Source: an optimization exercise on an open RTL-to-GDS flow (aim: small area, a short achievable clock period and few clock cycles per item). Production flows keep margins and buffers that such runs may drop.
Function was checked by simulation only, so behaviour that the tests miss may differ from the original.
No activity file was given, so power comes from the tool's default toggle rates.

**flow/config.mk**
```make
export PLATFORM = sky130hd
export DESIGN_NAME = pifo_top
export DESIGN_NICKNAME = pifo_top
export VERILOG_FILES = /design/flow/design.v
export SDC_FILE = /design/flow/constraint.sdc
export NUM_CORES = 4
export LEC_CHECK = 0
export CAP_MARGIN = 20
export CORE_MARGIN = 2
export CORE_UTILIZATION = 40
export SETUP_SLACK_MARGIN = 4.4
export SLEW_MARGIN = 20
```
**flow/constraint.sdc**
```tcl
create_clock -name core_clock -period 7.0 [get_ports {i_clk}]
set_input_delay 1.4000 -clock core_clock [delete_from_list [all_inputs] [get_ports {i_clk}]]
set_output_delay 1.4000 -clock core_clock [all_outputs]
set_load 0.01 [all_outputs]
```
**flow/design.v**
```verilog
`default_nettype none
package pifo_pkg;
    localparam int RANK_W    = 4;
    localparam int PAYLOAD_W = 8;
    localparam int CAPACITY  = 126;
    localparam int POS_W     = 7;             
    localparam int NRANK     = 15;            
    typedef logic [RANK_W-1:0]    rank_t;      
    typedef logic [PAYLOAD_W-1:0] payload_t;
    typedef logic [POS_W-1:0]     pos_t;
endpackage
`default_nettype wire
`timescale 1ns/100ps
`default_nettype none
module pifo_host_port (
    input  wire                 i_clk,
    input  wire                 i_arst_n,
    input  wire                 i_push,
    input  wire                 i_pop,
    input  pifo_pkg::pos_t      i_count,      
    output logic                o_ready,
    output logic                o_full,
    output logic                o_empty,
    output logic                o_push_acc,
    output logic                o_pop_acc
);
    localparam int PW = pifo_pkg::POS_W;
    logic nonempty_q;
    assign o_ready = 1'b1;                
    assign o_empty = ~nonempty_q;
    assign o_pop_acc  = i_pop & nonempty_q;
    assign o_push_acc = i_push & ~i_pop & ~o_full;
    always_ff @(posedge i_clk or negedge i_arst_n) begin
        if (!i_arst_n) begin
            o_full     <= 1'b0;
            nonempty_q <= 1'b0;
        end else if (o_pop_acc) begin
            o_full     <= 1'b0;
            nonempty_q <= (i_count != PW'(1));
        end else if (o_push_acc) begin
            o_full     <= (i_count == PW'(pifo_pkg::CAPACITY - 1));
            nonempty_q <= 1'b1;
        end
    end
endmodule
`default_nettype wire
`timescale 1ns/100ps
`default_nettype none
module pifo_level_ram (
    input  wire                 i_clk,
    input  wire                 i_pop,
    input  wire [15:0]          i_hi_lt,    
    input  wire [15:0]          i_hi_eq,    
    input  wire [7:0]           i_lo_le,    
    input  wire [7:0]           i_lo_eq,    
    input  pifo_pkg::payload_t  i_payload,
    output pifo_pkg::payload_t  o_head
);
    localparam int N  = pifo_pkg::CAPACITY;
    localparam int DW = pifo_pkg::PAYLOAD_W;
    logic [N*DW-1:0] mem_q;
    logic [N:0]      ge;       
    assign ge[0] = 1'b0;       
    for (genvar i = 0; i < N; i++) begin : g_ent
        logic [DW-1:0] up;     
        logic [DW-1:0] down;   
        logic eq;              
        assign ge[i+1] = i_hi_lt[(i+1) / 8] | (i_hi_eq[(i+1) / 8] & i_lo_le[(i+1) % 8]);
        assign eq      = i_hi_eq[(i+1) / 8] & i_lo_eq[(i+1) % 8];
        if (i == 0) begin : g_first
            assign up = i_payload;
        end else begin : g_mid
            assign up = mem_q[(i-1)*DW +: DW];
        end
        if (i == N - 1) begin : g_last
            assign down = mem_q[i*DW +: DW];
        end else begin : g_inner
            assign down = mem_q[(i+1)*DW +: DW];
        end
        logic          sel_hold;
        logic          sel_up;
        logic          sel_in;
        logic [DW-1:0] d;
        assign sel_up   = ge[i+1] & ~eq;
        assign sel_in   = eq;
        assign sel_hold = ~i_pop & ~ge[i+1];
        assign d = ({DW{sel_hold}} & mem_q[i*DW +: DW])
                 | ({DW{i_pop}}    & down)
                 | ({DW{sel_up}}   & up)
                 | ({DW{sel_in}}   & i_payload);
        always_ff @(posedge i_clk)
            mem_q[i*DW +: DW] <= d;
    end
    assign o_head = mem_q[DW-1:0];
endmodule
`default_nettype wire
`timescale 1ns/100ps
`default_nettype none
module pifo_level (
    input  wire                 i_clk,
    input  wire                 i_arst_n,
    input  wire                 i_push,
    input  wire                 i_pop,
    input  pifo_pkg::rank_t     i_rank,
    output pifo_pkg::pos_t      o_count,      
    output pifo_pkg::rank_t     o_min_rank,   
    input  wire                 i_push_q,
    input  pifo_pkg::rank_t     i_rank_q,
    output logic [15:0]         o_hi_lt,      
    output logic [15:0]         o_hi_eq,      
    output logic [7:0]          o_lo_le,      
    output logic [7:0]          o_lo_eq       
);
    localparam int PW = pifo_pkg::POS_W;
    localparam int NR = pifo_pkg::NRANK;
    logic [NR*PW-1:0] bnd_q;
    logic [NR-1:0]    nz;
    logic [PW-1:0]    pos;        
    for (genvar k = 0; k < NR; k++) begin : g_bnd
        logic [PW-1:0] b;
        logic [PW-1:0] b_inc;
        logic [PW-1:0] b_dec;
        logic          at_or_above;
        assign b           = bnd_q[k*PW +: PW];
        assign b_inc       = b + 1'b1;
        assign b_dec       = b - 1'b1;
        assign nz[k]       = (b != '0);
        assign at_or_above = (i_rank <= pifo_pkg::RANK_W'(k));
        always_ff @(posedge i_clk or negedge i_arst_n) begin
            if (!i_arst_n)
                bnd_q[k*PW +: PW] <= '0;
            else if (i_push && at_or_above)
                bnd_q[k*PW +: PW] <= b_inc;
            else if (i_pop && nz[k])
                bnd_q[k*PW +: PW] <= b_dec;
        end
    end
    assign o_count = bnd_q[(NR-1)*PW +: PW];
    always_comb begin
        o_min_rank = pifo_pkg::RANK_W'(NR);
        for (int k = NR - 1; k >= 0; k--)
            if (nz[k])
                o_min_rank = pifo_pkg::RANK_W'(k);
    end
    always_comb begin
        pos = bnd_q[(NR-1)*PW +: PW];
        for (int k = 0; k < NR; k++)
            if (i_rank_q == pifo_pkg::RANK_W'(k))
                pos = bnd_q[k*PW +: PW];
    end
    always_ff @(posedge i_clk) begin
        for (int h = 0; h < 16; h++) begin
            o_hi_lt[h] <= i_push_q & (pos[6:3] < 4'(h));
            o_hi_eq[h] <= i_push_q & (pos[6:3] == 4'(h));
        end
        for (int l = 0; l < 8; l++) begin
            o_lo_le[l] <= (pos[2:0] <= 3'(l));
            o_lo_eq[l] <= (pos[2:0] == 3'(l));
        end
    end
endmodule
`default_nettype wire
`timescale 1ns/100ps
`default_nettype none
module pifo_pop_out (
    input  wire                 i_clk,
    input  wire                 i_arst_n,
    input  wire                 i_capture,
    input  pifo_pkg::rank_t     i_rank,
    input  pifo_pkg::payload_t  i_payload,
    output logic                o_pop_valid,
    output pifo_pkg::rank_t     o_pop_rank,
    output pifo_pkg::payload_t  o_pop_payload
);
    always_ff @(posedge i_clk or negedge i_arst_n) begin
        if (!i_arst_n)
            o_pop_valid <= 1'b0;
        else
            o_pop_valid <= i_capture;
    end
    always_ff @(posedge i_clk) begin
        o_pop_rank    <= i_rank;
        o_pop_payload <= i_payload;
    end
endmodule
`default_nettype wire
`timescale 1ns/100ps
`default_nettype none
module pifo_top (
    input  wire                 i_clk,
    input  wire                 i_arst_n,
    input  wire                 i_push,
    input  wire                 i_pop,
    input  pifo_pkg::rank_t     i_rank,
    input  pifo_pkg::payload_t  i_payload,
    output logic                o_ready,
    output logic                o_full,
    output logic                o_empty,
    output logic                o_pop_valid,
    output pifo_pkg::rank_t     o_pop_rank,
    output pifo_pkg::payload_t  o_pop_payload
);
    logic                 push_acc;
    logic                 pop_acc;
    pifo_pkg::pos_t       count;
    pifo_pkg::rank_t      min_rank;
    pifo_pkg::payload_t   head;
    logic [15:0]          hi_lt;
    logic [15:0]          hi_eq;
    logic [7:0]           lo_le;
    logic [7:0]           lo_eq;
    logic                 s1_push;
    logic                 s1_pop;
    pifo_pkg::rank_t      s1_rank;        
    pifo_pkg::rank_t      s1_pop_rank;    
    pifo_pkg::payload_t   s1_payload;
    logic                 s2_pop;
    pifo_pkg::rank_t      s2_pop_rank;
    pifo_pkg::payload_t   s2_payload;
    pifo_host_port i_host_port (
        .i_clk      (i_clk),
        .i_arst_n   (i_arst_n),
        .i_push     (i_push),
        .i_pop      (i_pop),
        .i_count    (count),
        .o_ready    (o_ready),
        .o_full     (o_full),
        .o_empty    (o_empty),
        .o_push_acc (push_acc),
        .o_pop_acc  (pop_acc)
    );
    pifo_level i_bounds (
        .i_clk      (i_clk),
        .i_arst_n   (i_arst_n),
        .i_push     (push_acc),
        .i_pop      (pop_acc),
        .i_rank     (i_rank),
        .o_count    (count),
        .o_min_rank (min_rank),
        .i_push_q   (s1_push),
        .i_rank_q   (s1_rank),
        .o_hi_lt    (hi_lt),
        .o_hi_eq    (hi_eq),
        .o_lo_le    (lo_le),
        .o_lo_eq    (lo_eq)
    );
    always_ff @(posedge i_clk or negedge i_arst_n) begin
        if (!i_arst_n) begin
            s1_pop <= 1'b0;
            s2_pop <= 1'b0;
        end else begin
            s1_pop <= pop_acc;
            s2_pop <= s1_pop;
        end
    end
    always_ff @(posedge i_clk) begin
        s1_push     <= push_acc;
        s1_rank     <= i_rank;
        s1_pop_rank <= min_rank;
        s1_payload  <= i_payload;
        s2_pop_rank <= s1_pop_rank;
        s2_payload  <= s1_payload;
    end
    pifo_level_ram i_array (
        .i_clk     (i_clk),
        .i_pop     (s2_pop),
        .i_hi_lt   (hi_lt),
        .i_hi_eq   (hi_eq),
        .i_lo_le   (lo_le),
        .i_lo_eq   (lo_eq),
        .i_payload (s2_payload),
        .o_head    (head)
    );
    pifo_pop_out i_pop_out (
        .i_clk         (i_clk),
        .i_arst_n      (i_arst_n),
        .i_capture     (s2_pop),
        .i_rank        (s2_pop_rank),
        .i_payload     (head),
        .o_pop_valid   (o_pop_valid),
        .o_pop_rank    (o_pop_rank),
        .o_pop_payload (o_pop_payload)
    );
endmodule
`default_nettype wire
```
**flow/run.sh**
```bash
#!/bin/bash
# synth_recipe.tcl (not shown) runs the flow's synth.tcl, then flattens the netlist and writes it again
# the make line also repeats each setting of config.mk as NAME=value (left out here)
make -C /OpenROAD-flow-scripts/flow DESIGN_CONFIG=/design/flow/config.mk WORK_HOME=/design/flow/orfs CLKGATE_MAP_FILE= SYNTH_SCRIPT=/design/flow/synth_recipe.tcl finish
```
==> results of run 1 <==
==> worst max-delay path by stage <==
stage	start	endpoint	depth (start not counted)
floorplan	i_pop	i_bounds.bnd_q[6]	13
global placement	i_push	i_bounds.bnd_q[6]	13
detailed placement	i_push	i_bounds.bnd_q[6]	13
CTS	i_pop	i_bounds.bnd_q[6]	13
global route	i_pop	i_bounds.bnd_q[34]	15
finish	i_pop	i_bounds.bnd_q[34]	15
==> final cells by class <==
type / count / area [um2] / share of cell area (%)
repair buffers: 198 / 2020 / 3.29
flip-flops and latches: 1205 / 24700 / 40.2
well taps: 1768 / 2210 / 3.59
inverters: 64 / 269 / 0.437
clock buffers: 203 / 3940 / 6.40
clock inverters: 36 / 445 / 0.724
multi-input cells: 4427 / 27900 / 45.4
==> routing by layer <==
metal  track usage (%)  share of wire (%)  vias to the layer above
met5                 0                  0                        -
met4              7.27                2.5                        0
met3              3.20                8.7                      301
met2              36.7                 46                     2217
met1              31.9                 43                    24000
li1                  -                  -                    23100
==> cells in the final DEF (no fill, tap or decap), drive strengths merged, types with 7 or more instances in the layout <==
master,n
nand2,1892
dfxtp,1095
a222oi,904
a21oi,405
clkbuf,211
buf,182
nor2,181
o21ai,169
and2,131
a22oi,123
dfrtp,110
nor3b,87
ha,74
inv,72
xnor2,70
a21o,33
o21bai,30
nor4,29
mux2i,24
or2,23
nor3,23
nor2b,22
mux2,22
xor2,21
clkinv,21
nand3,15
fa,14
nand2b,12
a31oi,12
o22ai,11
clkdlybuf4s50,8
or4,7
==> registers in the layout, summed over array words and instances (netlist names), 4 cells and up <==
name                     count
i_array.mem_q             1008
i_bounds.bnd_q             105
i_bounds.o_hi_eq            16
i_bounds.o_hi_lt            15
i_bounds.o_lo_eq             8
i_bounds.o_lo_le             7
i_pop_out.o_pop_payload      8
i_pop_out.o_pop_rank         4
s1_payload                   8
s1_pop_rank                  4
s1_rank                      4
s2_payload                   8
s2_pop_rank                  4
==> power by group through the flow <==
stage / Combinational, W / Sequential [W] / Clock, W
finish: 0.00896 / 0.0130 / 0.00704
detailed placement: 0.00803 / 0.0130 / 0
global placement: 0.00782 / 0.0130 / 0
CTS: 0.00828 / 0.0129 / 0.00718
global route: 0.00992 / 0.0134 / 0.00746
floorplan: 0.00656 / 0.0118 / 0
==> worst max-delay path, delay by kind of cell <==
kind,cells,cell delay [ns]
AND/OR/NAND/NOR,2,0.69
AO/OA/AOI/OAI,5,0.72
buffers and inverters,5,0.58
multiplexers,1,0.23
XOR/XNOR,1,0.14
adder cells (fa/ha/maj),1,0.38
==> stage by stage <==
stage                     power (W)  instances  worst slack [ns]  utilization (%)
after floorplan              0.0184       6223              2.89                -
after global placement       0.0208       7541              1.93             41.1
after detailed placement     0.0210       7541              1.86             41.1
after CTS                    0.0284       7821              3.59             45.0
after global routing         0.0308       7901              3.48             46.1
final                        0.0290       7901              3.54             46.1
==> what timing repair did <==
| item | 4_1_cts | 5_1_grt |
|---|---|---|
| pin swaps | 35 | 116 |
| hold endpoints to repair | 0 | 0 |
| endpoints found under the setup margin | 202 | 676 |
| cloned | 2 | 8 |
| resized for setup | 185 | 210 |
| buffers inserted | 39 | 72 |
==> cells by family (layout without fill, tap and decap cells) <==
logic type	count (synthesis)	after routing	synth area share, %
flip-flops	1205	1205	45.9
adder cells (fa/ha/maj)	88	88	2.24
other	1	2	0.00697
AO/OA/AOI/OAI	1748	1748	26.0
AND/OR/NAND/NOR	2452	2452	19.2
buffers and inverters	591	501	4.28
XOR/XNOR	91	91	1.48
multiplexers	46	46	0.908
==> impl_metrics.env, run 1 <==
export IMPL_cts_root_buf="clkbuf_16"
export IMPL_die_w_um=371
export IMPL_io_pins=32
export IMPL_fin_crit_sh_pct=49.4
export IMPL_fin_nets=6135
export IMPL_rows=134
export IMPL_synthMostInstantiatedCell="nand2_1"
export IMPL_setup_viol=0
export IMPL_drtIter0Drc=8523
export IMPL_timing_hold_ws_ns=0.326
export IMPL_fin_area_mm2=0.0616
export IMPL_worst_slew_pin_transition_ns=1.11
export IMPL_clkPwrFrac_pct=24.2
export IMPL_clk_latency_ns=0.78
export IMPL_syn_cell_area_mm2=0.0538
export IMPL_min_path_type="flip-flop to flip-flop"
export IMPL_p_switching_w=0.0107
export IMPL_cp_cell_sequence="buf_8 -> or3b_4 -> or2_4 -> buf_4 -> buf_6 -> buf_6 -> a21oi_4 -> inv_2 -> fa_2 -> a21o_1 -> a21oi_2 -> o21bai_1 -> a21oi_2 -> mux2i_1 -> xnor2_1"
export IMPL_grt_usage_pct=23.0
export IMPL_ant_nets=0
export IMPL_cts_path_max_buffers=3
export IMPL_avgSynthCellArea_um2=8.64
export IMPL_power_density_mw_per_mm2=472
export IMPL_area_growth_pct=14.5
export IMPL_setup_tns_ns=0
export IMPL_hold_end="i_pop_out.o_pop_rank[1]"
export IMPL_period_minus_slack_ns=3.46
export IMPL_ys_flop_type="dfxtp_1"
export IMPL_cts_hold_buf=0
export IMPL_cp_arrival_ns=4.13
export IMPL_drc_errors=0
export IMPL_cts_buffers=135
export IMPL_max_freq_mhz=289
export IMPL_drive_gt1_share_pct=10.8
export IMPL_cpPeakStageDelay_ns=0.41
export IMPL_status="timing/DRC/antenna clean"
export IMPL_antenna_found_initial=8
export IMPL_min_delay_start="s2_pop_rank[1]"
export IMPL_rsz0062_at_grt="true"
export IMPL_grt_pass1_wl_um=260000
export IMPL_synth_edff_count=0
export IMPL_cts_sinks=1205
export IMPL_nFillCells=12900
export IMPL_cp_data_required_time_ns=7.67
export IMPL_insertedDiodeCount=0
export IMPL_r2r_cells=14
export IMPL_die_h_um=371
export IMPL_yosys_top_cells_count="nand2_1 (1892), dfxtp_1 (1095), a222oi_1 (904), a21oi_1 (405), clkbuf_1 (390)"
export IMPL_internal_power_w=0.0183
export IMPL_finClkSkew_ns=0.0301
export IMPL_ys_warn_count=5
export IMPL_routabilityCongestion=0.854
export IMPL_grt_max_degree=197
export IMPL_start_util_pct=40.3
export IMPL_crit_type="input port to flip-flop"
export IMPL_dp_final_hpwl_um=100000
export IMPL_clk_transition_reported_paths_ns=0.05
export IMPL_max_cap_viol_count=0
export IMPL_cp_start_kind="input port"
export IMPL_synth_cell_types=76
export IMPL_slew_headroom_pct=26.3
export IMPL_placed_cell_area_mm2=0.0548
export IMPL_ys_seq_area_share_pct=45.9
export IMPL_timing_rr_end="i_bounds.bnd_q[34]"
export IMPL_swShare_pct=36.8
export IMPL_routed_wl_um=168000
export IMPL_reg2reg_slack_ns=3.88
export IMPL_tritoncts="built"
export IMPL_synth_top_area_share_pct=40.8
export IMPL_synth_area_leader_cell="dfxtp_1"
export IMPL_port_buffer_count=30
export IMPL_grt_remaining_overflow=0
export IMPL_die_area_mm2=0.137
export IMPL_async_flop_share_pct=9.13
export IMPL_hold_viol=0
export IMPL_ctsHtreeMaxLevel=4
export IMPL_slowest_stage="or3b_4"
export IMPL_hold_depth=0
export IMPL_end_kind="flip-flop"
export IMPL_yosys_top_cells_area="dfxtp_1 (41%), a222oi_1 (17%), nand2_1 (13%)"
export IMPL_comb_power_share_pct=30.9
export IMPL_synthCells=6222
export IMPL_grt_pass1_vias=46300
export IMPL_finalMaxSlewViolations=0
export IMPL_firstDrtPassIters=17
export IMPL_ys_ff_latch=1205
export IMPL_coreArea_mm2=0.133
export IMPL_power_frac_seq_pct=44.9
export IMPL_vias=49600
export IMPL_leakagePower_nw=25.3
export IMPL_ir_drop_uv=274
export IMPL_routedWlPerCell_um=21.3
export IMPL_reg2reg_from="i_host_port.o_full"
export IMPL_drt_vias_per_instance=6.28
export IMPL_crit_fanout=4
Testbench counts, summed over its fixed seeds: cycles 48,016, ops 48,000.
==> run 2: changes to the inputs <==
--- a/flow/design.v
+++ b/flow/design.v
@@ -59,14 +59,17 @@
     localparam int N  = pifo_pkg::CAPACITY;
     localparam int DW = pifo_pkg::PAYLOAD_W;
     logic [N*DW-1:0] mem_q;
-    logic [N:0]      ge;       
-    assign ge[0] = 1'b0;       
     for (genvar i = 0; i < N; i++) begin : g_ent
+        localparam int H = (i + 1) / 8;
+        localparam int L = (i + 1) % 8;
         logic [DW-1:0] up;     
         logic [DW-1:0] down;   
-        logic eq;              
-        assign ge[i+1] = i_hi_lt[(i+1) / 8] | (i_hi_eq[(i+1) / 8] & i_lo_le[(i+1) % 8]);
-        assign eq      = i_hi_eq[(i+1) / 8] & i_lo_eq[(i+1) % 8];
+        logic          lo_lt;  
+        if (L == 0) begin : g_l0
+            assign lo_lt = 1'b0;
+        end else begin : g_ln
+            assign lo_lt = i_lo_le[L-1];
+        end
         if (i == 0) begin : g_first
             assign up = i_payload;
         end else begin : g_mid
@@ -77,13 +80,13 @@
         end else begin : g_inner
             assign down = mem_q[(i+1)*DW +: DW];
         end
-        logic          sel_hold;
-        logic          sel_up;
-        logic          sel_in;
+        logic          sel_hold;    
+        logic          sel_up;      
+        logic          sel_in;      
         logic [DW-1:0] d;
-        assign sel_up   = ge[i+1] & ~eq;
-        assign sel_in   = eq;
-        assign sel_hold = ~i_pop & ~ge[i+1];
+        assign sel_up   = i_hi_lt[H] | (i_hi_eq[H] & lo_lt);
+        assign sel_in   = i_hi_eq[H] & i_lo_eq[L];
+        assign sel_hold = ~(i_pop | i_hi_lt[H] | (i_hi_eq[H] & i_lo_le[L]));
         assign d = ({DW{sel_hold}} & mem_q[i*DW +: DW])
                  | ({DW{i_pop}}    & down)
                  | ({DW{sel_up}}   & up)
@@ -105,7 +108,7 @@
     output pifo_pkg::pos_t      o_count,      
     output pifo_pkg::rank_t     o_min_rank,   
     input  wire                 i_push_q,
-    input  pifo_pkg::rank_t     i_rank_q,
+    input  wire [pifo_pkg::NRANK-1:0] i_rank_oh_q,   
     output logic [15:0]         o_hi_lt,      
     output logic [15:0]         o_hi_eq,      
     output logic [7:0]          o_lo_le,      
@@ -118,21 +121,25 @@
     logic [PW-1:0]    pos;        
     for (genvar k = 0; k < NR; k++) begin : g_bnd
         logic [PW-1:0] b;
-        logic [PW-1:0] b_inc;
-        logic [PW-1:0] b_dec;
-        logic          at_or_above;
-        assign b           = bnd_q[k*PW +: PW];
-        assign b_inc       = b + 1'b1;
-        assign b_dec       = b - 1'b1;
-        assign nz[k]       = (b != '0);
-        assign at_or_above = (i_rank <= pifo_pkg::RANK_W'(k));
+        logic [PW-1:0] ones;      
+        logic [PW-1:0] zeros;     
+        logic          inc;
+        logic          dec;
+        assign b     = bnd_q[k*PW +: PW];
+        assign nz[k] = (b != '0);
+        assign inc   = i_push & (i_rank <= pifo_pkg::RANK_W'(k));
+        assign dec   = i_pop & nz[k];
+        assign ones[0]  = 1'b1;
+        assign zeros[0] = 1'b1;
+        for (genvar j = 1; j < PW; j++) begin : g_carry
+            assign ones[j]  = ones[j-1] & b[j-1];
+            assign zeros[j] = zeros[j-1] & ~b[j-1];
+        end
         always_ff @(posedge i_clk or negedge i_arst_n) begin
             if (!i_arst_n)
                 bnd_q[k*PW +: PW] <= '0;
-            else if (i_push && at_or_above)
-                bnd_q[k*PW +: PW] <= b_inc;
-            else if (i_pop && nz[k])
-                bnd_q[k*PW +: PW] <= b_dec;
+            else
+                bnd_q[k*PW +: PW] <= b ^ (({PW{inc}} & ones) | ({PW{dec}} & zeros));
         end
     end
     assign o_count = bnd_q[(NR-1)*PW +: PW];
@@ -143,10 +150,9 @@
                 o_min_rank = pifo_pkg::RANK_W'(k);
     end
     always_comb begin
-        pos = bnd_q[(NR-1)*PW +: PW];
+        pos = '0;
         for (int k = 0; k < NR; k++)
-            if (i_rank_q == pifo_pkg::RANK_W'(k))
-                pos = bnd_q[k*PW +: PW];
+            pos = pos | ({PW{i_rank_oh_q[k]}} & bnd_q[k*PW +: PW]);
     end
     always_ff @(posedge i_clk) begin
         for (int h = 0; h < 16; h++) begin
@@ -211,7 +217,7 @@
     logic [7:0]           lo_eq;
     logic                 s1_push;
     logic                 s1_pop;
-    pifo_pkg::rank_t      s1_rank;        
+    logic [pifo_pkg::NRANK-1:0] s1_rank_oh;   
     pifo_pkg::rank_t      s1_pop_rank;    
     pifo_pkg::payload_t   s1_payload;
     logic                 s2_pop;
@@ -238,7 +244,7 @@
         .o_count    (count),
         .o_min_rank (min_rank),
         .i_push_q   (s1_push),
-        .i_rank_q   (s1_rank),
+        .i_rank_oh_q(s1_rank_oh),
         .o_hi_lt    (hi_lt),
         .o_hi_eq    (hi_eq),
         .o_lo_le    (lo_le),
@@ -255,7 +261,8 @@
     end
     always_ff @(posedge i_clk) begin
         s1_push     <= push_acc;
-        s1_rank     <= i_rank;
+        for (int k = 0; k < pifo_pkg::NRANK; k++)
+            s1_rank_oh[k] <= (i_rank == pifo_pkg::RANK_W'(k));
         s1_pop_rank <= min_rank;
         s1_payload  <= i_payload;
         s2_pop_rank <= s1_pop_rank;
--- a/flow/config.mk
+++ b/flow/config.mk
@@ -6,7 +6,9 @@
 export NUM_CORES = 4
 export LEC_CHECK = 0
 export CAP_MARGIN = 20
+export CELL_PAD_IN_SITES_DETAIL_PLACEMENT = 1
 export CORE_MARGIN = 2
 export CORE_UTILIZATION = 40
-export SETUP_SLACK_MARGIN = 4.4
+export PLACE_DENSITY = 0.5
+export SETUP_SLACK_MARGIN = 4.45
 export SLEW_MARGIN = 20
==> run 2 against run 1 <==
Against the previous run: via count down 7.3%; synthesized area down 5.4%; cell count down 8.8%; critical path type is now flip-flop to output pin; still clean on timing, DRC and antenna; largest cell class is now flip-flops and latches.
==> impl_metrics.env, run 2 <==
export IMPL_cts_sinks=1216
export IMPL_ir_drop_uv=232
export IMPL_synthCells=5803
export IMPL_drtIter0Drc=8391
export IMPL_ys_seq_area_share_pct=49.0
export IMPL_fin_nets=5458
export IMPL_comb_power_share_pct=20.8
export IMPL_finalMaxSlewViolations=0
export IMPL_cts_path_max_buffers=3
export IMPL_p_total_w=0.0260
export IMPL_die_w_um=361
export IMPL_setup_viol=0
export IMPL_power_density_mw_per_mm2=458
export IMPL_antenna_found_initial=7
export IMPL_crit_type="flip-flop to output pin"
export IMPL_mostFrequentLayoutCells="nand2_1 (2051), dfxtp_1 (1083), a222oi_1 (1007)"
export IMPL_ant_nets=0
export IMPL_area_growth_pct=11.4
export IMPL_die_h_um=361
export IMPL_timing_rr_end="i_bounds.o_lo_eq[7]"
export IMPL_yosys_top_cells_area="dfxtp_1 (44%), a222oi_1 (20%), nand2_1 (15%)"
export IMPL_port_buffer_count=30
export IMPL_nFillCells=14300
export IMPL_finish_utilization_pct=45.0
export IMPL_period_minus_slack_ns=2.72
export IMPL_min_path_type="flip-flop to flip-flop"
export IMPL_status="timing/DRC/antenna clean"
export IMPL_max_cap_viol_count=0
export IMPL_multi_input_area_mm2=0.0240
export IMPL_syn_cell_area_mm2=0.0508
export IMPL_vias=46000
export IMPL_setup_tns_ns=0
export IMPL_drt_vias_per_instance=6.39
export IMPL_clk_latency_ns=0.78
export IMPL_mostFrequentLayoutCell="nand2_1"
export IMPL_internal_power_w=0.0168
export IMPL_grt_usage_pct=25.9
export IMPL_grt_pass1_wl_um=275000
export IMPL_cp_data_required_time_ns=5.60
export IMPL_cpPeakStageDelay_ns=0.39
export IMPL_cts_buffers=140
export IMPL_tritoncts="built"
export IMPL_grt_max_degree=193
export IMPL_largest_reg_flops=1008
export IMPL_async_flop_share_pct=9.05
export IMPL_grt_pass1_vias=45600
export IMPL_routedWlPerCell_um=24.1
export IMPL_max_freq_mhz=368
export IMPL_place_ws_ns=2.57
export IMPL_reg_top3="i_array.mem_q: 1008 flops, i_bounds.bnd_q: 105 flops, i_bounds.o_hi_eq: 16 flops"
export IMPL_fin_ws_ns=4.28
export IMPL_synthMostInstantiatedCell="nand2_1"
export IMPL_rows=130
export IMPL_leakagePower_nw=24.8
export IMPL_coreArea_mm2=0.126
export IMPL_finClkSkew_ns=0.0277
export IMPL_top_register="i_array.mem_q"
export IMPL_min_delay_start="s1_payload[7]"
export IMPL_reg2reg_from="i_bounds.bnd_q[91]"
export IMPL_p_switching_w=0.00919
export IMPL_cts_root_buf="clkbuf_16"
export IMPL_hold_viol=0
export IMPL_cts_hold_buf=0
export IMPL_end_kind="output pin"
export IMPL_synth_top_area_share_pct=43.5
export IMPL_grt_remaining_overflow=0
export IMPL_synth_cell_types=65
export IMPL_start_util_pct=40.4
export IMPL_reg2reg_slack_ns=4.56
export IMPL_synth_area_leader_cell="dfxtp_1"
export IMPL_drc_errors=0
export IMPL_synth_edff_count=0
export IMPL_ys_flop_type="dfxtp_1"
export IMPL_yosys_top_cells_count="nand2_1 (2051), dfxtp_1 (1106), a222oi_1 (1007), clkbuf_1 (473), nor2_1 (183)"
export IMPL_clkPwrFrac_pct=29.4
export IMPL_drive_gt1_share_pct=6.88
export IMPL_firstDrtPassIters=15
export IMPL_avgSynthCellArea_um2=8.76
export IMPL_ctsHtreeMaxLevel=4
export IMPL_r2r_cells=5
export IMPL_seqCellArea_mm2=0.0249
export IMPL_dp_final_hpwl_um=110000
export IMPL_die_area_mm2=0.130
export IMPL_clk_transition_reported_paths_ns=0.06
export IMPL_swShare_pct=35.4
export IMPL_slowest_stage="dfrtp_1"
export IMPL_cp_arrival_ns=1.32
export IMPL_fin_crit_sh_pct=38.9
export IMPL_rsz0062_at_grt="true"
export IMPL_io_pins=32
export IMPL_power_frac_seq_pct=49.9
export IMPL_cp_start_kind="flip-flop"
export IMPL_slew_headroom_pct=23.1
export IMPL_crit_fanout=2
export IMPL_ys_ff_latch=1216
export IMPL_ys_warn_count=5
export IMPL_routed_wl_um=174000
export IMPL_worst_slew_pin_transition_ns=1.15
export IMPL_routabilityCongestion=0.823
export IMPL_hold_end="s2_payload[7]"
export IMPL_hold_depth=0
export IMPL_cp_cell_sequence="inv_2 -> buf_6"
run 2: area by class of cell:
class                      instances  area share [%]
sequential                      1216            44.0
clock inverter                    27           0.795
multi-input combinational       3983            42.3
antenna                            2         0.00884
tap                             1650            3.64
timing repair buffer              78            1.39
clock buffer                     224            7.61
inverter                          23           0.175
run 2: cell families after synthesis:
family	share of synthesized area, %
mux	0.315
buf+inv	4.53
flops	49.0
other cells	0.00738
xor+xnor	1.65
compound gates	23.9
simple gates	20.7
run 2: critical path: cells and delay by family, from the launching register on:
| kind | cells | cell delay [ns] |
|---|---|---|
| flops | 1 | 0.39 |
| buf+inv | 2 | 0.16 |
run 2: how the worst max path moves through the flow:
stage / start / end
2_1_floorplan: i_pop / i_bounds.bnd_q[34]
3_3_place_gp: i_pop / i_bounds.bnd_q[67]
5_1_grt: i_host_port.nonempty_q / o_empty
6_report: i_host_port.nonempty_q / o_empty
4_1_cts: i_host_port.nonempty_q / o_empty
3_5_place_dp: i_pop / i_bounds.bnd_q[67]
run 2: power groups by stage:
stage          clock network (W)  registers, W  logic, W
2_1_floorplan                  0        0.0113   0.00451
3_3_place_gp                   0        0.0129   0.00505
3_5_place_dp                   0        0.0130   0.00530
4_1_cts                  0.00777        0.0129   0.00537
5_1_grt                  0.00806        0.0133   0.00611
6_report                 0.00762        0.0129   0.00539
run 2: what timing repair did:
action	4_1_cts	5_1_grt
buffers inserted	12	2
pin swaps	10	4
resized for setup	107	31
setup endpoints to repair	397	168
gates cloned	3	0
run 2: routing by layer:
layer,vias up,global-route usage [%],routed length [um]
met5,-,0,0
met4,0,8.42,4230
met3,232,3.51,10600
met2,1487,41.1,79300
met1,23100,36.3,79400
li1,21200,-,-
run 2: metrics by stage:
stage	instance area, um2	instances	hold slack [ns]
detailed placement	51500	6933	0.313
finish	56600	7203	0.321
floorplan	51000	5804	0.310
global route	56600	7201	0.324
global placement	51500	6933	0.310
CTS	56500	7199	0.314
Testbench counts of run 2, summed over its fixed seeds: cycles 48,016, ops 48,000.

==> port drivers added, routing unchanged <==
Ports are ideal in the flow. The routed layouts listed here were re-timed in OpenROAD.
Step 1, drivers: a clkbuf_16 drives i_clk and a buf_2 each remaining input, both assumed.
Step 2, shift: input delay + t, output delay - t, t = (earliest + latest rising clock arrival at the registers) / 2. This alone moves slack from input paths to output paths.
Three values: no drivers, after step 1, after step 2; two values: the first two.
run	t (ns)	slack for setup (ns)	worst data-port slew with drivers (ns)
run 1	0.836	3.540 / 3.573 / 2.737	0.05
run 2	0.847	4.279 / 4.198 / 3.719	0.04
After both steps setup and hold are still met in every run listed. The setup slack of run 1, which loses most, moves by +0.033 ns with the drivers and by -0.803 ns with both steps.
